What follows belongs to an exercise in optimizing a design on an open flow for small area, a short achievable clock period and few clock cycles per item; a production flow would make more cautious choices.
Function not checked in this run: the RTL went through the layout flow alone.
Power and IR drop assume default switching activity.

==> flow/config.mk <==
export PLATFORM = sky130hd
export DESIGN_NAME = sparse_top
export DESIGN_NICKNAME = sparse_top
export VERILOG_FILES = /design/flow/design.v
export SDC_FILE = /design/flow/constraint.sdc
export NUM_CORES = 4
export LEC_CHECK = 0
export ABC_AREA = 1
export CAP_MARGIN = 20
export CORE_MARGIN = 2
export CORE_UTILIZATION = 50
export CTS_CLUSTER_DIAMETER = 250
export CTS_CLUSTER_SIZE = 25
export SETUP_SLACK_MARGIN = 4
export SLEW_MARGIN = 20
==> flow/run.sh <==
#!/bin/bash
# synth_recipe.tcl (not shown) runs the flow's synth.tcl, then flattens the netlist and writes it again
# the make line also repeats each setting of config.mk as NAME=value (left out here)
make -C /OpenROAD-flow-scripts/flow DESIGN_CONFIG=/design/flow/config.mk WORK_HOME=/design/flow/orfs CLKGATE_MAP_FILE= SYNTH_SCRIPT=/design/flow/synth_recipe.tcl finish
==> flow/constraint.sdc <==
create_clock -name core_clock -period 7.0 [get_ports {clk}]
set_input_delay 1.4000 -clock core_clock [delete_from_list [all_inputs] [get_ports {clk}]]
set_output_delay 1.4000 -clock core_clock [all_outputs]
set_load 0.01 [all_outputs]
==> flow/design.v <==
`timescale 1ns/1ns
package sparse_cfg_pkg;
  localparam int LANES_DEF = 4;
  localparam int DATA_W_DEF = 8;
  localparam int ACC_W_DEF = 24;
  localparam int SHIFT_DEF = 4;
endpackage
`timescale 1ns/1ns
package ctrl_pkg;
  typedef enum logic [1:0] {
    IDLE  = 2'd0,
    ACCUM = 2'd1,
    DRAIN = 2'd2,
    HOLD  = 2'd3
  } ctrl_state_e;
  typedef enum logic [1:0] {
    MAC_HOLD  = 2'd0,
    MAC_START = 2'd1,
    MAC_ACC   = 2'd2,
    MAC_LAST  = 2'd3
  } mac_op_e;
endpackage
`timescale 1ns/1ns
module sparse_decoder #(
  parameter int LANES  = 4,
  parameter int DATA_W = 8
) (
  input  logic [LANES*DATA_W-1:0] act_packed,
  input  logic [LANES-1:0]        act_mask,
  output logic [LANES*DATA_W-1:0] lanes_d
);
  always_comb begin
    int idx;
    idx = 0;
    for (int i = 0; i < LANES; i++) begin
      lanes_d[i*DATA_W +: DATA_W] = '0;
      if (act_mask[i]) begin
        lanes_d[i*DATA_W +: DATA_W] = act_packed[idx*DATA_W +: DATA_W];
        idx = idx + 1;
      end
    end
  end
endmodule
`timescale 1ns/1ns
module mac_lanes #(
  parameter int LANES  = 4,
  parameter int DATA_W = 8,
  parameter int ACC_W  = 24
) (
  input  logic                    clk,
  input  logic [LANES*DATA_W-1:0] lanes_d,
  input  logic                    accept,
  input  logic                    weight_load,
  input  logic [LANES*DATA_W-1:0] weight_word,
  input  logic                    s1_en,
  input  logic                    acc_en,
  input  logic                    acc_clr,
  output logic [LANES*ACC_W-1:0]  acc_lanes
);
  localparam int NL = 2;
  logic [LANES*DATA_W-1:0] weight_q;
  logic [LANES*DATA_W-1:0] act_q;
  logic [NL-1:0]           lo_d  [LANES];
  logic [16:NL]            hs_d  [LANES];
  logic [16:NL]            hc_d  [LANES];
  logic [NL-1:0]           q_lo  [LANES];
  logic [16:NL]            q_hs  [LANES];
  logic [16:NL]            q_hc  [LANES];
  logic [ACC_W-1:0]        acc_q   [LANES];
  logic [ACC_W-1:0]        acc_sum [LANES];
  for (genvar i = 0; i < LANES; i++) begin : g_lane
    mul_tree mul (
      .a(act_q[i*DATA_W +: DATA_W]), .w(weight_q[i*DATA_W +: DATA_W]),
      .lo(lo_d[i]), .hi_s(hs_d[i]), .hi_c(hc_d[i])
    );
    acc_add add (
      .en(acc_en), .acc_in(acc_clr ? '0 : acc_q[i]),
      .lo(q_lo[i]), .hi_s(q_hs[i]), .hi_c(q_hc[i]), .sum(acc_sum[i])
    );
    assign acc_lanes[i*ACC_W +: ACC_W] = acc_q[i];
  end
  always_ff @(posedge clk) begin
    if (weight_load) begin
      weight_q <= weight_word;
    end
    if (accept) begin
      act_q <= lanes_d;
    end
    if (s1_en) begin
      for (int i = 0; i < LANES; i++) begin
        q_lo[i] <= lo_d[i];
        q_hs[i] <= hs_d[i];
        q_hc[i] <= hc_d[i];
      end
    end
    for (int i = 0; i < LANES; i++) begin
      acc_q[i] <= acc_sum[i];
    end
  end
endmodule
module mul_tree (
  input  logic [7:0]  a,
  input  logic [7:0]  w,
  output logic [1:0]  lo,       
  output logic [16:2] hi_s,     
  output logic [16:2] hi_c
);
  logic neg0, one0, two0, nneg0;
  logic pp0_0;
  logic pp0_1;
  logic pp0_2;
  logic pp0_3;
  logic pp0_4;
  logic pp0_5;
  logic pp0_6;
  logic pp0_7;
  logic pp0_8;
  logic neg1, one1, two1, nneg1;
  logic pp1_0;
  logic pp1_1;
  logic pp1_2;
  logic pp1_3;
  logic pp1_4;
  logic pp1_5;
  logic pp1_6;
  logic pp1_7;
  logic pp1_8;
  logic neg2, one2, two2, nneg2;
  logic pp2_0;
  logic pp2_1;
  logic pp2_2;
  logic pp2_3;
  logic pp2_4;
  logic pp2_5;
  logic pp2_6;
  logic pp2_7;
  logic pp2_8;
  logic neg3, one3, two3, nneg3;
  logic pp3_0;
  logic pp3_1;
  logic pp3_2;
  logic pp3_3;
  logic pp3_4;
  logic pp3_5;
  logic pp3_6;
  logic pp3_7;
  logic pp3_8;
  logic s1;
  logic c2;
  logic s3;
  logic c4;
  logic s5;
  logic c6;
  logic s7;
  logic c8;
  logic s9;
  logic c10;
  logic s11;
  logic c12;
  logic s13;
  logic c14;
  logic s15;
  logic c16;
  logic s17;
  logic c18;
  logic s19;
  logic c20;
  logic s21;
  logic c22;
  logic s23;
  logic c24;
  logic s25;
  logic c26;
  logic s27;
  logic c28;
  logic s29;
  logic c30;
  logic s31;
  logic c32;
  logic s33;
  logic c34;
  logic s35;
  logic c36;
  logic s37;
  logic c38;
  logic s39;
  logic c40;
  logic s41;
  logic c42;
  logic s43;
  logic c44;
  logic s45;
  logic c46;
  logic s47;
  logic c48;
  logic s49;
  logic c50;
  logic s51;
  logic c52;
  logic s53;
  logic c54;
  logic s55;
  logic c56;
  logic s57;
  logic c58;
  logic s59;
  logic c60;
  logic s61;
  logic c62;
  logic s63;
  logic c64;
  logic s65;
  logic c66;
  logic s67;
  logic c68;
  logic s69;
  logic c70;
  assign neg0 = w[1];
  assign nneg0 = ~w[1];
  assign one0 = w[0] ^ 1'b0;
  assign two0 = (w[1] & ~w[0] & ~1'b0) | (~w[1] & w[0] & 1'b0);
  assign pp0_0 = ((one0 & a[0]) | (two0 & 1'b0)) ^ neg0;
  assign pp0_1 = ((one0 & a[1]) | (two0 & a[0])) ^ neg0;
  assign pp0_2 = ((one0 & a[2]) | (two0 & a[1])) ^ neg0;
  assign pp0_3 = ((one0 & a[3]) | (two0 & a[2])) ^ neg0;
  assign pp0_4 = ((one0 & a[4]) | (two0 & a[3])) ^ neg0;
  assign pp0_5 = ((one0 & a[5]) | (two0 & a[4])) ^ neg0;
  assign pp0_6 = ((one0 & a[6]) | (two0 & a[5])) ^ neg0;
  assign pp0_7 = ((one0 & a[7]) | (two0 & a[6])) ^ neg0;
  assign pp0_8 = ((one0 & 1'b0) | (two0 & a[7])) ^ neg0;
  assign neg1 = w[3];
  assign nneg1 = ~w[3];
  assign one1 = w[2] ^ w[1];
  assign two1 = (w[3] & ~w[2] & ~w[1]) | (~w[3] & w[2] & w[1]);
  assign pp1_0 = ((one1 & a[0]) | (two1 & 1'b0)) ^ neg1;
  assign pp1_1 = ((one1 & a[1]) | (two1 & a[0])) ^ neg1;
  assign pp1_2 = ((one1 & a[2]) | (two1 & a[1])) ^ neg1;
  assign pp1_3 = ((one1 & a[3]) | (two1 & a[2])) ^ neg1;
  assign pp1_4 = ((one1 & a[4]) | (two1 & a[3])) ^ neg1;
  assign pp1_5 = ((one1 & a[5]) | (two1 & a[4])) ^ neg1;
  assign pp1_6 = ((one1 & a[6]) | (two1 & a[5])) ^ neg1;
  assign pp1_7 = ((one1 & a[7]) | (two1 & a[6])) ^ neg1;
  assign pp1_8 = ((one1 & 1'b0) | (two1 & a[7])) ^ neg1;
  assign neg2 = w[5];
  assign nneg2 = ~w[5];
  assign one2 = w[4] ^ w[3];
  assign two2 = (w[5] & ~w[4] & ~w[3]) | (~w[5] & w[4] & w[3]);
  assign pp2_0 = ((one2 & a[0]) | (two2 & 1'b0)) ^ neg2;
  assign pp2_1 = ((one2 & a[1]) | (two2 & a[0])) ^ neg2;
  assign pp2_2 = ((one2 & a[2]) | (two2 & a[1])) ^ neg2;
  assign pp2_3 = ((one2 & a[3]) | (two2 & a[2])) ^ neg2;
  assign pp2_4 = ((one2 & a[4]) | (two2 & a[3])) ^ neg2;
  assign pp2_5 = ((one2 & a[5]) | (two2 & a[4])) ^ neg2;
  assign pp2_6 = ((one2 & a[6]) | (two2 & a[5])) ^ neg2;
  assign pp2_7 = ((one2 & a[7]) | (two2 & a[6])) ^ neg2;
  assign pp2_8 = ((one2 & 1'b0) | (two2 & a[7])) ^ neg2;
  assign neg3 = w[7];
  assign nneg3 = ~w[7];
  assign one3 = w[6] ^ w[5];
  assign two3 = (w[7] & ~w[6] & ~w[5]) | (~w[7] & w[6] & w[5]);
  assign pp3_0 = ((one3 & a[0]) | (two3 & 1'b0)) ^ neg3;
  assign pp3_1 = ((one3 & a[1]) | (two3 & a[0])) ^ neg3;
  assign pp3_2 = ((one3 & a[2]) | (two3 & a[1])) ^ neg3;
  assign pp3_3 = ((one3 & a[3]) | (two3 & a[2])) ^ neg3;
  assign pp3_4 = ((one3 & a[4]) | (two3 & a[3])) ^ neg3;
  assign pp3_5 = ((one3 & a[5]) | (two3 & a[4])) ^ neg3;
  assign pp3_6 = ((one3 & a[6]) | (two3 & a[5])) ^ neg3;
  assign pp3_7 = ((one3 & a[7]) | (two3 & a[6])) ^ neg3;
  assign pp3_8 = ((one3 & 1'b0) | (two3 & a[7])) ^ neg3;
  assign s1 = neg3 ^ pp0_6;
  assign c2 = neg3 & pp0_6;
  assign s3 = pp0_7 ^ pp1_5;
  assign c4 = pp0_7 & pp1_5;
  assign s5 = pp0_8 ^ pp1_6;
  assign c6 = pp0_8 & pp1_6;
  assign s7 = nneg0 ^ 1'b1 ^ pp1_7;
  assign c8 = (nneg0 & 1'b1) | (nneg0 & pp1_7) | (1'b1 & pp1_7);
  assign s9 = 1'b1 ^ pp1_8;
  assign c10 = 1'b1 & pp1_8;
  assign s11 = neg1 ^ pp0_2;
  assign c12 = neg1 & pp0_2;
  assign s13 = pp0_3 ^ pp1_1;
  assign c14 = pp0_3 & pp1_1;
  assign s15 = neg2 ^ pp0_4 ^ pp1_2;
  assign c16 = (neg2 & pp0_4) | (neg2 & pp1_2) | (pp0_4 & pp1_2);
  assign s17 = pp0_5 ^ pp1_3 ^ pp2_1;
  assign c18 = (pp0_5 & pp1_3) | (pp0_5 & pp2_1) | (pp1_3 & pp2_1);
  assign s19 = pp1_4 ^ pp2_2 ^ pp3_0;
  assign c20 = (pp1_4 & pp2_2) | (pp1_4 & pp3_0) | (pp2_2 & pp3_0);
  assign s21 = pp2_3 ^ pp3_1 ^ c2;
  assign c22 = (pp2_3 & pp3_1) | (pp2_3 & c2) | (pp3_1 & c2);
  assign s23 = pp2_4 ^ pp3_2 ^ c4;
  assign c24 = (pp2_4 & pp3_2) | (pp2_4 & c4) | (pp3_2 & c4);
  assign s25 = pp2_5 ^ pp3_3 ^ c6;
  assign c26 = (pp2_5 & pp3_3) | (pp2_5 & c6) | (pp3_3 & c6);
  assign s27 = pp2_6 ^ pp3_4 ^ s9;
  assign c28 = (pp2_6 & pp3_4) | (pp2_6 & s9) | (pp3_4 & s9);
  assign s29 = nneg1 ^ pp2_7 ^ pp3_5;
  assign c30 = (nneg1 & pp2_7) | (nneg1 & pp3_5) | (pp2_7 & pp3_5);
  assign s31 = 1'b1 ^ pp2_8 ^ pp3_6;
  assign c32 = (1'b1 & pp2_8) | (1'b1 & pp3_6) | (pp2_8 & pp3_6);
  assign s33 = nneg2 ^ pp3_7;
  assign c34 = nneg2 & pp3_7;
  assign s35 = 1'b1 ^ pp3_8;
  assign c36 = 1'b1 & pp3_8;
  assign s37 = neg0 ^ pp0_0;
  assign c38 = neg0 & pp0_0;
  assign s39 = pp0_1 ^ c38;
  assign c40 = pp0_1 & c38;
  assign s41 = pp1_0 ^ s11 ^ c40;
  assign c42 = (pp1_0 & s11) | (pp1_0 & c40) | (s11 & c40);
  assign s43 = pp1_0 ^ s11;
  assign c44 = pp1_0 & s11;
  assign s45 = c12 ^ s13;
  assign c46 = c12 & s13;
  assign s47 = pp2_0 ^ c14 ^ s15;
  assign c48 = (pp2_0 & c14) | (pp2_0 & s15) | (c14 & s15);
  assign s49 = c16 ^ s17;
  assign c50 = c16 & s17;
  assign s51 = s1 ^ c18 ^ s19;
  assign c52 = (s1 & c18) | (s1 & s19) | (c18 & s19);
  assign s53 = s3 ^ c20 ^ s21;
  assign c54 = (s3 & c20) | (s3 & s21) | (c20 & s21);
  assign s55 = s5 ^ c22 ^ s23;
  assign c56 = (s5 & c22) | (s5 & s23) | (c22 & s23);
  assign s57 = s7 ^ c24 ^ s25;
  assign c58 = (s7 & c24) | (s7 & s25) | (c24 & s25);
  assign s59 = c8 ^ c26 ^ s27;
  assign c60 = (c8 & c26) | (c8 & s27) | (c26 & s27);
  assign s61 = c10 ^ s29 ^ c28;
  assign c62 = (c10 & s29) | (c10 & c28) | (s29 & c28);
  assign s63 = c30 ^ s31;
  assign c64 = c30 & s31;
  assign s65 = s33 ^ c32;
  assign c66 = s33 & c32;
  assign s67 = c34 ^ s35;
  assign c68 = c34 & s35;
  assign s69 = nneg3 ^ c36;
  assign c70 = nneg3 & c36;
  assign lo = {s39, s37};
  assign hi_s = {c70, c68, c66, c64, c62, c60, c58, c56, c54, c52, c50, c48, c46, c44, c40};
  assign hi_c = {1'b0, s69, s67, s65, s63, s61, s59, s57, s55, s53, s51, s49, s47, s45, s43};
endmodule
module acc_add (
  input  logic        en,
  input  logic [23:0] acc_in,
  input  logic [1:0]  lo,
  input  logic [16:2] hi_s,
  input  logic [16:2] hi_c,
  output logic [23:0] sum
);
  logic s1;
  logic c2;
  logic s3;
  logic c4;
  logic s5;
  logic c6;
  logic s7;
  logic c8;
  logic s9;
  logic c10;
  logic s11;
  logic c12;
  logic s13;
  logic c14;
  logic s15;
  logic c16;
  logic s17;
  logic c18;
  logic s19;
  logic c20;
  logic s21;
  logic c22;
  logic s23;
  logic c24;
  logic s25;
  logic c26;
  logic s27;
  logic c28;
  logic s29;
  logic c30;
  logic g31;
  logic p32;
  logic g33;
  logic p34;
  logic g35;
  logic p36;
  logic g37;
  logic p38;
  logic g39;
  logic p40;
  logic g41;
  logic p42;
  logic g43;
  logic p44;
  logic g45;
  logic p46;
  logic g47;
  logic p48;
  logic g49;
  logic p50;
  logic g51;
  logic p52;
  logic g53;
  logic p54;
  logic g55;
  logic p56;
  logic g57;
  logic p58;
  logic g59;
  logic p60;
  logic g61;
  logic p62;
  logic g63;
  logic p64;
  logic g65;
  logic p66;
  logic g67;
  logic p68;
  logic g69;
  logic p70;
  logic g71;
  logic p72;
  logic g73;
  logic p74;
  logic g75;
  logic p76;
  logic g77;
  logic p78;
  logic g79;
  logic g80;
  logic p81;
  logic g82;
  logic p83;
  logic g84;
  logic p85;
  logic g86;
  logic p87;
  logic g88;
  logic p89;
  logic g90;
  logic p91;
  logic g92;
  logic p93;
  logic g94;
  logic p95;
  logic g96;
  logic p97;
  logic g98;
  logic p99;
  logic g100;
  logic p101;
  logic g102;
  logic g103;
  logic p104;
  logic g105;
  logic p106;
  logic g107;
  logic p108;
  logic g109;
  logic p110;
  logic g111;
  logic p112;
  logic g113;
  logic g114;
  logic p115;
  logic g116;
  logic p117;
  logic g118;
  logic g119;
  logic g120;
  logic g121;
  logic g122;
  logic g123;
  logic g124;
  logic g125;
  logic g126;
  logic g127;
  logic g128;
  logic g129;
  logic g130;
  logic g131;
  logic g132;
  logic g133;
  logic g134;
  logic g135;
  logic g136;
  logic o137;
  logic o138;
  logic o139;
  logic o140;
  logic o141;
  logic o142;
  logic o143;
  logic o144;
  logic o145;
  logic o146;
  logic o147;
  logic o148;
  logic o149;
  logic o150;
  logic o151;
  logic o152;
  logic o153;
  logic o154;
  logic o155;
  logic o156;
  logic o157;
  logic o158;
  logic o159;
  logic [23:0] row_a, row_b;
  logic [7:0]  hi_dec;
  logic [1:0]  glo;
  logic [16:2] ghs, ghc;
  assign glo = lo & {2{en}};
  assign ghs = hi_s & {15{en}};
  assign ghc = hi_c & {15{en}};
  assign hi_dec = acc_in[23:16] - {7'd0, en};
  assign s1 = acc_in[2] ^ ghs[2];
  assign c2 = acc_in[2] & ghs[2];
  assign s3 = acc_in[3] ^ ghs[3] ^ ghc[3];
  assign c4 = (acc_in[3] & ghs[3]) | (acc_in[3] & ghc[3]) | (ghs[3] & ghc[3]);
  assign s5 = acc_in[4] ^ ghs[4] ^ ghc[4];
  assign c6 = (acc_in[4] & ghs[4]) | (acc_in[4] & ghc[4]) | (ghs[4] & ghc[4]);
  assign s7 = acc_in[5] ^ ghs[5] ^ ghc[5];
  assign c8 = (acc_in[5] & ghs[5]) | (acc_in[5] & ghc[5]) | (ghs[5] & ghc[5]);
  assign s9 = acc_in[6] ^ ghs[6] ^ ghc[6];
  assign c10 = (acc_in[6] & ghs[6]) | (acc_in[6] & ghc[6]) | (ghs[6] & ghc[6]);
  assign s11 = acc_in[7] ^ ghs[7] ^ ghc[7];
  assign c12 = (acc_in[7] & ghs[7]) | (acc_in[7] & ghc[7]) | (ghs[7] & ghc[7]);
  assign s13 = acc_in[8] ^ ghs[8] ^ ghc[8];
  assign c14 = (acc_in[8] & ghs[8]) | (acc_in[8] & ghc[8]) | (ghs[8] & ghc[8]);
  assign s15 = acc_in[9] ^ ghs[9] ^ ghc[9];
  assign c16 = (acc_in[9] & ghs[9]) | (acc_in[9] & ghc[9]) | (ghs[9] & ghc[9]);
  assign s17 = acc_in[10] ^ ghs[10] ^ ghc[10];
  assign c18 = (acc_in[10] & ghs[10]) | (acc_in[10] & ghc[10]) | (ghs[10] & ghc[10]);
  assign s19 = acc_in[11] ^ ghs[11] ^ ghc[11];
  assign c20 = (acc_in[11] & ghs[11]) | (acc_in[11] & ghc[11]) | (ghs[11] & ghc[11]);
  assign s21 = acc_in[12] ^ ghs[12] ^ ghc[12];
  assign c22 = (acc_in[12] & ghs[12]) | (acc_in[12] & ghc[12]) | (ghs[12] & ghc[12]);
  assign s23 = acc_in[13] ^ ghs[13] ^ ghc[13];
  assign c24 = (acc_in[13] & ghs[13]) | (acc_in[13] & ghc[13]) | (ghs[13] & ghc[13]);
  assign s25 = acc_in[14] ^ ghs[14] ^ ghc[14];
  assign c26 = (acc_in[14] & ghs[14]) | (acc_in[14] & ghc[14]) | (ghs[14] & ghc[14]);
  assign s27 = acc_in[15] ^ ghs[15] ^ ghc[15];
  assign c28 = (acc_in[15] & ghs[15]) | (acc_in[15] & ghc[15]) | (ghs[15] & ghc[15]);
  assign s29 = hi_dec[0] ^ ghs[16] ^ ghc[16];
  assign c30 = (hi_dec[0] & ghs[16]) | (hi_dec[0] & ghc[16]) | (ghs[16] & ghc[16]);
  assign g31 = acc_in[0] & glo[0];
  assign p32 = acc_in[0] ^ glo[0];
  assign g33 = acc_in[1] & glo[1];
  assign p34 = acc_in[1] ^ glo[1];
  assign g35 = ghc[2] & s1;
  assign p36 = ghc[2] ^ s1;
  assign g37 = c2 & s3;
  assign p38 = c2 ^ s3;
  assign g39 = c4 & s5;
  assign p40 = c4 ^ s5;
  assign g41 = c6 & s7;
  assign p42 = c6 ^ s7;
  assign g43 = c8 & s9;
  assign p44 = c8 ^ s9;
  assign g45 = c10 & s11;
  assign p46 = c10 ^ s11;
  assign g47 = c12 & s13;
  assign p48 = c12 ^ s13;
  assign g49 = c14 & s15;
  assign p50 = c14 ^ s15;
  assign g51 = c16 & s17;
  assign p52 = c16 ^ s17;
  assign g53 = c18 & s19;
  assign p54 = c18 ^ s19;
  assign g55 = c20 & s21;
  assign p56 = c20 ^ s21;
  assign g57 = c22 & s23;
  assign p58 = c22 ^ s23;
  assign g59 = c24 & s25;
  assign p60 = c24 ^ s25;
  assign g61 = c26 & s27;
  assign p62 = c26 ^ s27;
  assign g63 = c28 & s29;
  assign p64 = c28 ^ s29;
  assign g65 = hi_dec[1] & c30;
  assign p66 = hi_dec[1] ^ c30;
  assign g67 = hi_dec[2] & 1'b0;
  assign p68 = hi_dec[2] ^ 1'b0;
  assign g69 = hi_dec[3] & 1'b0;
  assign p70 = hi_dec[3] ^ 1'b0;
  assign g71 = hi_dec[4] & 1'b0;
  assign p72 = hi_dec[4] ^ 1'b0;
  assign g73 = hi_dec[5] & 1'b0;
  assign p74 = hi_dec[5] ^ 1'b0;
  assign g75 = hi_dec[6] & 1'b0;
  assign p76 = hi_dec[6] ^ 1'b0;
  assign g77 = hi_dec[7] & 1'b0;
  assign p78 = hi_dec[7] ^ 1'b0;
  assign g79 = g33 | (p34 & g31);
  assign g80 = g37 | (p38 & g35);
  assign p81 = p38 & p36;
  assign g82 = g41 | (p42 & g39);
  assign p83 = p42 & p40;
  assign g84 = g45 | (p46 & g43);
  assign p85 = p46 & p44;
  assign g86 = g49 | (p50 & g47);
  assign p87 = p50 & p48;
  assign g88 = g53 | (p54 & g51);
  assign p89 = p54 & p52;
  assign g90 = g57 | (p58 & g55);
  assign p91 = p58 & p56;
  assign g92 = g61 | (p62 & g59);
  assign p93 = p62 & p60;
  assign g94 = g65 | (p66 & g63);
  assign p95 = p66 & p64;
  assign g96 = g69 | (p70 & g67);
  assign p97 = p70 & p68;
  assign g98 = g73 | (p74 & g71);
  assign p99 = p74 & p72;
  assign g100 = g77 | (p78 & g75);
  assign p101 = p78 & p76;
  assign g102 = g80 | (p81 & g79);
  assign g103 = g84 | (p85 & g82);
  assign p104 = p85 & p83;
  assign g105 = g88 | (p89 & g86);
  assign p106 = p89 & p87;
  assign g107 = g92 | (p93 & g90);
  assign p108 = p93 & p91;
  assign g109 = g96 | (p97 & g94);
  assign p110 = p97 & p95;
  assign g111 = g100 | (p101 & g98);
  assign p112 = p101 & p99;
  assign g113 = g103 | (p104 & g102);
  assign g114 = g107 | (p108 & g105);
  assign p115 = p108 & p106;
  assign g116 = g111 | (p112 & g109);
  assign p117 = p112 & p110;
  assign g118 = g114 | (p115 & g113);
  assign g119 = g35 | (p36 & g79);
  assign g120 = g39 | (p40 & g102);
  assign g121 = g82 | (p83 & g102);
  assign g122 = g43 | (p44 & g121);
  assign g123 = g47 | (p48 & g113);
  assign g124 = g86 | (p87 & g113);
  assign g125 = g51 | (p52 & g124);
  assign g126 = g105 | (p106 & g113);
  assign g127 = g55 | (p56 & g126);
  assign g128 = g90 | (p91 & g126);
  assign g129 = g59 | (p60 & g128);
  assign g130 = g63 | (p64 & g118);
  assign g131 = g94 | (p95 & g118);
  assign g132 = g67 | (p68 & g131);
  assign g133 = g109 | (p110 & g118);
  assign g134 = g71 | (p72 & g133);
  assign g135 = g98 | (p99 & g133);
  assign g136 = g75 | (p76 & g135);
  assign o137 = p34 ^ g31;
  assign o138 = p36 ^ g79;
  assign o139 = p38 ^ g119;
  assign o140 = p40 ^ g102;
  assign o141 = p42 ^ g120;
  assign o142 = p44 ^ g121;
  assign o143 = p46 ^ g122;
  assign o144 = p48 ^ g113;
  assign o145 = p50 ^ g123;
  assign o146 = p52 ^ g124;
  assign o147 = p54 ^ g125;
  assign o148 = p56 ^ g126;
  assign o149 = p58 ^ g127;
  assign o150 = p60 ^ g128;
  assign o151 = p62 ^ g129;
  assign o152 = p64 ^ g118;
  assign o153 = p66 ^ g130;
  assign o154 = p68 ^ g131;
  assign o155 = p70 ^ g132;
  assign o156 = p72 ^ g133;
  assign o157 = p74 ^ g134;
  assign o158 = p76 ^ g135;
  assign o159 = p78 ^ g136;
  assign row_a = {hi_dec[7], hi_dec[6], hi_dec[5], hi_dec[4], hi_dec[3], hi_dec[2], hi_dec[1], c28, c26, c24, c22, c20, c18, c16, c14, c12, c10, c8, c6, c4, c2, ghc[2], acc_in[1], acc_in[0]};
  assign row_b = {1'b0, 1'b0, 1'b0, 1'b0, 1'b0, 1'b0, c30, s29, s27, s25, s23, s21, s19, s17, s15, s13, s11, s9, s7, s5, s3, s1, glo[1], glo[0]};
  assign sum = {o159, o158, o157, o156, o155, o154, o153, o152, o151, o150, o149, o148, o147, o146, o145, o144, o143, o142, o141, o140, o139, o138, o137, p32};
endmodule
`timescale 1ns/1ns
module result_encoder #(
  parameter int LANES     = 4,
  parameter int DATA_W    = 8,
  parameter int ACC_W     = 24,
  parameter int OUT_SHIFT = 4
) (
  input  logic                    clk,
  input  logic [LANES*ACC_W-1:0]  acc_lanes,
  input  logic                    out_load,
  output logic [LANES*DATA_W-1:0] out_packed,
  output logic [LANES-1:0]        out_mask
);
  logic [LANES*DATA_W-1:0] packed_d;
  logic [LANES-1:0]        mask_d;
  function automatic int ones(input int m);
    ones = 0;
    for (int b = 0; b < LANES; b++) begin
      ones = ones + ((m >> b) & 1);
    end
  endfunction
  logic [DATA_W-1:0] q  [LANES];
  logic [LANES-1:0]  nz;
  always_comb begin
    for (int i = 0; i < LANES; i++) begin
      logic [ACC_W-1:0] a;
      logic             neg, ovf;
      a     = acc_lanes[i*ACC_W +: ACC_W];
      neg   = a[ACC_W-1];
      ovf   = |a[ACC_W-2:OUT_SHIFT+DATA_W];
      q[i]  = (a[OUT_SHIFT +: DATA_W] | {DATA_W{ovf}}) & {DATA_W{!neg}};
      nz[i] = !neg && (ovf || (|a[OUT_SHIFT +: DATA_W]));
    end
  end
  always_comb begin
    logic [LANES-1:0] sel [LANES];    
    for (int k = 0; k < LANES; k++) begin
      sel[k] = '0;
    end
    for (int j = 0; j < LANES; j++) begin
      for (int m = 0; m < (1 << j); m++) begin
        if ((nz & LANES'((1 << j) - 1)) == LANES'(m)) begin
          sel[ones(m)][j] = 1'b1;
        end
      end
    end
    for (int k = 0; k < LANES; k++) begin
      packed_d[k*DATA_W +: DATA_W] = '0;
      for (int j = k; j < LANES; j++) begin
        packed_d[k*DATA_W +: DATA_W] = packed_d[k*DATA_W +: DATA_W] | (q[j] & {DATA_W{sel[k][j]}});
      end
    end
    mask_d = nz;
  end
  always_ff @(posedge clk) begin
    if (out_load) begin
      out_packed <= packed_d;
      out_mask   <= mask_d;
    end
  end
endmodule
`timescale 1ns/1ns
module flow_controller (
  input  logic clk,
  input  logic rst_n,
  input  logic weights_valid,
  output logic weights_ready,
  input  logic act_valid,
  input  logic act_last,
  output logic act_ready,
  output logic out_valid,
  input  logic out_ready,
  output logic accept,       
  output logic weight_load,
  output logic s1_en,        
  output logic acc_en,       
  output logic acc_clr,      
  output logic out_load      
);
  logic in_group;
  logic v0, last0, first0;
  logic v1, last1, first1;
  logic pend;
  logic stall;
  logic v0_n, v1_n, pend_n, out_valid_n, in_group_n, act_ready_n, first1_n, acc_en_n;
  assign accept      = act_valid && act_ready;
  assign weight_load = weights_valid && weights_ready;
  assign stall    = pend && out_valid;
  assign s1_en    = !stall;
  assign out_load = pend && !stall;
  always_comb begin
    in_group_n  = accept ? !act_last : in_group;
    v0_n        = accept || (v0 && stall);
    v1_n        = stall ? v1 : v0;
    pend_n      = stall ? pend : (v1 && last1);
    out_valid_n = out_load || (out_valid && !out_ready);
    act_ready_n = !(v0_n && pend_n && out_valid_n);
    first1_n    = stall ? first1 : first0;
    acc_en_n    = v1_n && !(pend_n && out_valid_n);
  end
  always_ff @(posedge clk or negedge rst_n) begin
    if (!rst_n) begin
      in_group      <= 1'b0;
      v0            <= 1'b0;
      v1            <= 1'b0;
      pend          <= 1'b0;
      out_valid     <= 1'b0;
      act_ready     <= 1'b0;
      weights_ready <= 1'b0;
      acc_en        <= 1'b0;
      acc_clr       <= 1'b0;
    end else begin
      in_group      <= in_group_n;
      v0            <= v0_n;
      v1            <= v1_n;
      pend          <= pend_n;
      out_valid     <= out_valid_n;
      act_ready     <= act_ready_n;
      weights_ready <= act_ready_n && !in_group_n;
      acc_en        <= acc_en_n;
      acc_clr       <= acc_en_n && first1_n;
    end
  end
  always_ff @(posedge clk) begin
    if (accept) begin
      last0  <= act_last;
      first0 <= !in_group;
    end
    if (s1_en) begin
      last1  <= last0;
      first1 <= first0;
    end
  end
endmodule
`timescale 1ns/1ns
module sparse_top #(
  parameter int LANES     = sparse_cfg_pkg::LANES_DEF,
  parameter int DATA_W    = sparse_cfg_pkg::DATA_W_DEF,
  parameter int ACC_W     = sparse_cfg_pkg::ACC_W_DEF,
  parameter int OUT_SHIFT = sparse_cfg_pkg::SHIFT_DEF
) (
  input  logic                    clk,
  input  logic                    rst_n,
  input  logic [LANES*DATA_W-1:0] weights_in,
  input  logic                    weights_valid,
  output logic                    weights_ready,
  input  logic [LANES*DATA_W-1:0] act_packed,
  input  logic [LANES-1:0]        act_mask,
  input  logic                    act_last,
  input  logic                    act_valid,
  output logic                    act_ready,
  output logic [LANES*DATA_W-1:0] out_packed,
  output logic [LANES-1:0]        out_mask,
  output logic                    out_valid,
  input  logic                    out_ready
);
  logic [LANES*DATA_W-1:0] lanes_d;
  logic [LANES*ACC_W-1:0]  acc_lanes;
  logic accept, weight_load, s1_en, acc_en, acc_clr, out_load;
  flow_controller controller (
    .clk(clk), .rst_n(rst_n),
    .weights_valid(weights_valid), .weights_ready(weights_ready),
    .act_valid(act_valid), .act_last(act_last), .act_ready(act_ready),
    .out_valid(out_valid), .out_ready(out_ready),
    .accept(accept), .weight_load(weight_load),
    .s1_en(s1_en), .acc_en(acc_en), .acc_clr(acc_clr), .out_load(out_load)
  );
  sparse_decoder #(.LANES(LANES), .DATA_W(DATA_W)) decoder (
    .act_packed(act_packed), .act_mask(act_mask), .lanes_d(lanes_d)
  );
  mac_lanes #(.LANES(LANES), .DATA_W(DATA_W), .ACC_W(ACC_W)) mac (
    .clk(clk),
    .lanes_d(lanes_d), .accept(accept),
    .weight_load(weight_load), .weight_word(weights_in),
    .s1_en(s1_en), .acc_en(acc_en), .acc_clr(acc_clr), .acc_lanes(acc_lanes)
  );
  result_encoder #(
    .LANES(LANES), .DATA_W(DATA_W), .ACC_W(ACC_W), .OUT_SHIFT(OUT_SHIFT)
  ) encoder (
    .clk(clk),
    .acc_lanes(acc_lanes), .out_load(out_load),
    .out_packed(out_packed), .out_mask(out_mask)
  );
endmodule
==> metrics.md <==
| Metric | Value |
|---|---|
| Post-Place Cells | `3088` |
| Yosys warnings | `18` |
| Maximum number of pins on one net before global-route repair | `73` |
| Fmax | `319 MHz` |
| R2r worst-path depth | `17` |
| Clock skew | `23.7 ps` |
| Commonest non-fill, non-tap cell in the layout | `inv_1` |
| Max FO, Critical Path | `8` |
| Dpl hpwl | `38.7 mm` |
| Switching share of power | `0.446` |
| Final GP Congestion | `0.965` |
| Combinational share of power | `0.676` |
| Reg power frac | `0.248` |
| R2r startpoint | `controller.acc_clr` |
| TritonCTS buffer count | `17` |
| Share of cells above drive strength 1 | `0.174` |
| Peak VDD IR | `0.237 mV` |
| Net count, final | `3023` |
| Sequential share of the synthesized area | `0.395` |
| NetSw | `between 6 and 7 mW` |
| Setup slack, reg-to-reg | `3860 ps` |
| Flops & latches, synth | `between 300 and 400` |
| Pins over their slew limit | `0` |
| PD cells | `548 nW/um2` |
| WHS Endpoint | `controller.last1` |
| Final TNS setup | `0 ps` |
| Vias per Instance | `a little over 5` |
| Hold Crit Class | `reg2reg` |
| Synthesized cell area | `22700 um2` |
| ANT nets after route | `0` |
| CTS tree | `built` |
| CTS H-tree lvls | `1` |
| Vias in the first global route | `16300` |
| Wirelength, routed | `57.3 mm` |
| Status | `no timing/DRC/antenna violations` |
| CP Data Arrival Time | `3580 ps` |
| Cell Count, Final, Fillers Out | `3242` |
| Most frequent cells in the layout | `inv_1, nand2_1, edfxtp_1` |
| DR WL/cell | `17.7 um` |
| Die Y | `217 um` |
| Clock Pin Slew Worst Setup and Hold Paths | `100 ps` |
| Area growth syn-to-layout | `20.9%` |
| Hold Startpoint | `controller.last0` |
| Fin crit period | `3140 ps` |
| Internal power | `8.35 mW` |
| XOR/XNOR share of the synthesized area | `0.0732` |
| Core Area | `45100 um2` |
| Clock Latency Late Sink | `550 ps` |
| Max Buffers Root-to-Sink | `3` |
| CP required | `7450 ps` |
| Row cnt | `78` |
| GRT Overall Usage | `0.240` |
| Root buffer cell | `clkbuf_16` |
| Global-route wire length before repair | `88.6 mm` |
| Mux cell area share after synthesis | `0` |
| Yosys cell types | `43` |
| Vias | `16700` |
| Post-Syn Area per Cell | `between 9 and 10 um2` |
| Remaining DRCs | `0` |
| RSZ-0062 raised after global routing | `yes` |
| Grt ovf | `0` |
| Syn_nets | `2819` |
| Ant. Diodes | `0` |
| Post-synth EDFFs | `227` |
| Critical path capture point type | `flip-flop` |
| Hold Path Stages | `0` |
| Post-synthesis compound-gate area fraction | `0.0702` |
| Clock sinks | `between 300 and 400` |
| Mapped Cells | `2427` |
| Largest family of logic cells by synthesized area | `adder cells` |
| Tcrit/Tclk final | `0.448` |
| Setup Viol. Count Final | `0` |
| Die W | `217 um` |
| Total I/O pin count | `113` |
| Initial antenna violation count | `0` |
| Hold Vio Cnt, Final | `0` |
| Reg2reg end | `mac.acc_q[1][16]` |
| Post-synth ARST share | `0.0270` |
| Pin slew with the least headroom to its limit | `943 ps` |
| Synth Area in Adders | `0.224` |
| DRT Pass-1 Iters | `5` |
| Slew headroom | `0.372` |
| Startpoint Class | `flip-flop` |
| Die ar. | `47200 um2` |
| Hold buffers post-CTS | `0` |
| Max-Cap Viols | `0` |
| Static Leak | `12.8 nW` |
| Synth Flop Type | `edfxtp_1` |
| Initial Utilization | `0.504` |
| Buffers on Ports | `between 100 and 150` |
| Power share of the clock group | `0.076` |
| WS Path Type | `reg2reg` |
| DR iter-0 viols | `1043` |
| Simple-gate portion of the synthesized area | `0.149` |
-- worst max-delay path, cell delays in order, from the launching register on --
cell and delay (ps):
dfrtp_4 520, buf_12 160, clkinv_16 70, buf_12 100
nand2_2 60, fa_1 530, inv_1 60, ha_4 280
nand2_1 50, inv_1 100, nand3_2 100, nor2_2 140
nand2_2 60, nand2_2 90, buf_4 110, inv_2 40
fa_2 510, inv_1 30
-- worst max-delay path by stage --
stage                        from               end  slack (ps)
2_1_floorplan   controller.acc_en  mac.acc_q[0][15]        3940
3_3_place_gp          act_mask[0]     mac.act_q[28]        2260
3_5_place_dp          act_mask[0]     mac.act_q[24]        2210
4_1_cts         controller.acc_en  mac.acc_q[3][23]        3880
5_1_grt         controller.acc_en  mac.acc_q[1][23]        3710
6_report       controller.acc_clr  mac.acc_q[1][16]        3860
-- flip-flops by register name (all words and copies together), names as in the netlist, 4 cells and up --
| signal | flops |
|---|---|
| encoder.out_mask | 4 |
| mac.q_lo | 8 |
| mac.acc_q | 96 |
| encoder.out_packed | 32 |
| mac.q_hc | 56 |
| mac.q_hs | 60 |
| mac.weight_q | 32 |
| mac.act_q | 32 |
-- synthesized netlist by cell type, types with 2 or more instances --
library cell / n / share of area
fa_1: 148 / 0.13
o21ai_1: 3 / 0.00066
o211ai_1: 3 / 0.00099
edfxtp_1: 227 / 0.30
nor4_1: 2 / 0.00055
buf_6: 9 / 0.0045
o21bai_1: 8 / 0.0026
nand3b_1: 12 / 0.0040
nor2_2: 7 / 0.0019
o22ai_1: 116 / 0.032
o21ai_0: 60 / 0.013
or2_2: 5 / 0.0014
nand3_1: 92 / 0.020
buf_4: 10 / 0.0033
nor2_1: 205 / 0.034
dfrtp_1: 9 / 0.0099
or2_1: 7 / 0.0019
and2_2: 3 / 0.00099
nand4_1: 4 / 0.0011
buf_1: 2 / 0.00033
buf_2: 11 / 0.0024
clkbuf_1: 25 / 0.0041
nor2_4: 4 / 0.0020
nand2_1: 441 / 0.073
xnor2_1: 25 / 0.0096
a31oi_1: 7 / 0.0019
nand2_4: 4 / 0.0020
inv_1: 426 / 0.070
ha_1: 170 / 0.094
nand3b_2: 2 / 0.00099
xor2_1: 165 / 0.064
clkinv_1: 14 / 0.0023
a21oi_2: 3 / 0.0012
inv_2: 6 / 0.00099
a21oi_1: 70 / 0.015
dfxtp_1: 97 / 0.085
a31o_2: 4 / 0.0015
nand2_2: 16 / 0.0044
-- metal layers --
metal / routed length [um] / GRT usage / part of all wire / vias up
met5: 0 / 0 / 0 / -
met4: 1700 / 0.0671 / 0.030 / 0
met3: 3110 / 0.0365 / 0.054 / 78
met2: 25400 / 0.371 / 0.44 / 488
met1: 27100 / 0.351 / 0.47 / 7915
li1: - / - / - / 8185
-- power by group through the flow --
stage	sequential [mW]	combinational, mW	clock [mW]
6_report	3.74	10.2	1.14
3_5_place_dp	3.86	7.33	0
5_1_grt	3.83	11.4	1.23
3_3_place_gp	3.85	7.03	0
2_1_floorplan	3.67	5.59	0
4_1_cts	3.73	8.93	1.17
-- cells by family after synthesis --
| kind of cell | after synthesis |
|---|---|
| compound gates | 276 |
| xor+xnor | 190 |
| fa+ha+maj | 318 |
| buf+inv | 503 |
| flops | 333 |
| simple gates | 807 |
-- area by class of cell --
type / instances / area, um2
fill: 3818 / 17600
multi-input combinational: 1592 / 12900
sequential: 333 / 8990
timing repair buffer: 237 / 2560
inverter: 446 / 1710
tap: 600 / 751
clock buffer: 28 / 467
timing repair inverter: 4 / 52.6
clock inverter: 2 / 28.8
-- timing repair --
item,4_1_cts,5_1_grt
hold endpoints to repair,0,0
setup buffers,65,42
cloned,11,6
pin swaps,65,80
gates resized for setup,178,159
endpoints found under the setup margin,130,88
-- per-stage QoR --
stage	utilization	hold WS [ps]	instance area [um2]	worst slack, ps	power [mW]
3_3_place_gp	0.542	405	24400	2260	10.9
6_report	0.610	438	27500	3860	15.1
3_5_place_dp	0.542	416	24400	2210	11.2
4_1_cts	0.588	441	26500	3880	13.8
2_1_floorplan	-	400	22900	3940	9.26
5_1_grt	0.610	449	27500	3710	16.4

## static timing again, ports no longer ideal
The results above use ideal ports. As a check the final layout listed here was re-extracted and re-timed, cells and wires unchanged. Step 1: set_driving_cell puts a clkbuf_16 on clk and a buf_2 on each other input, an assumption about the parent block. Step 2 times the ports against the registers' clock, not the clock port: input delays grow and output delays shrink by t, the midpoint of the rising clock arrivals with the driver on. a / b / c = ideal ports / drivers / drivers and shift; a / b = the first two.
shift t [ns]: 0.598
setup WS [ns]: 3.863 / 3.863 / 3.624
latest minus earliest clock arrival (ns): 0.025 / 0.026
worst slew at a driven data input, ns: 0.06
pins driven straight from the clock port: 1
After both steps setup and hold are still met in this run. The setup slack of this run moves by 0.000 ns with the drivers and by -0.239 ns with both steps.
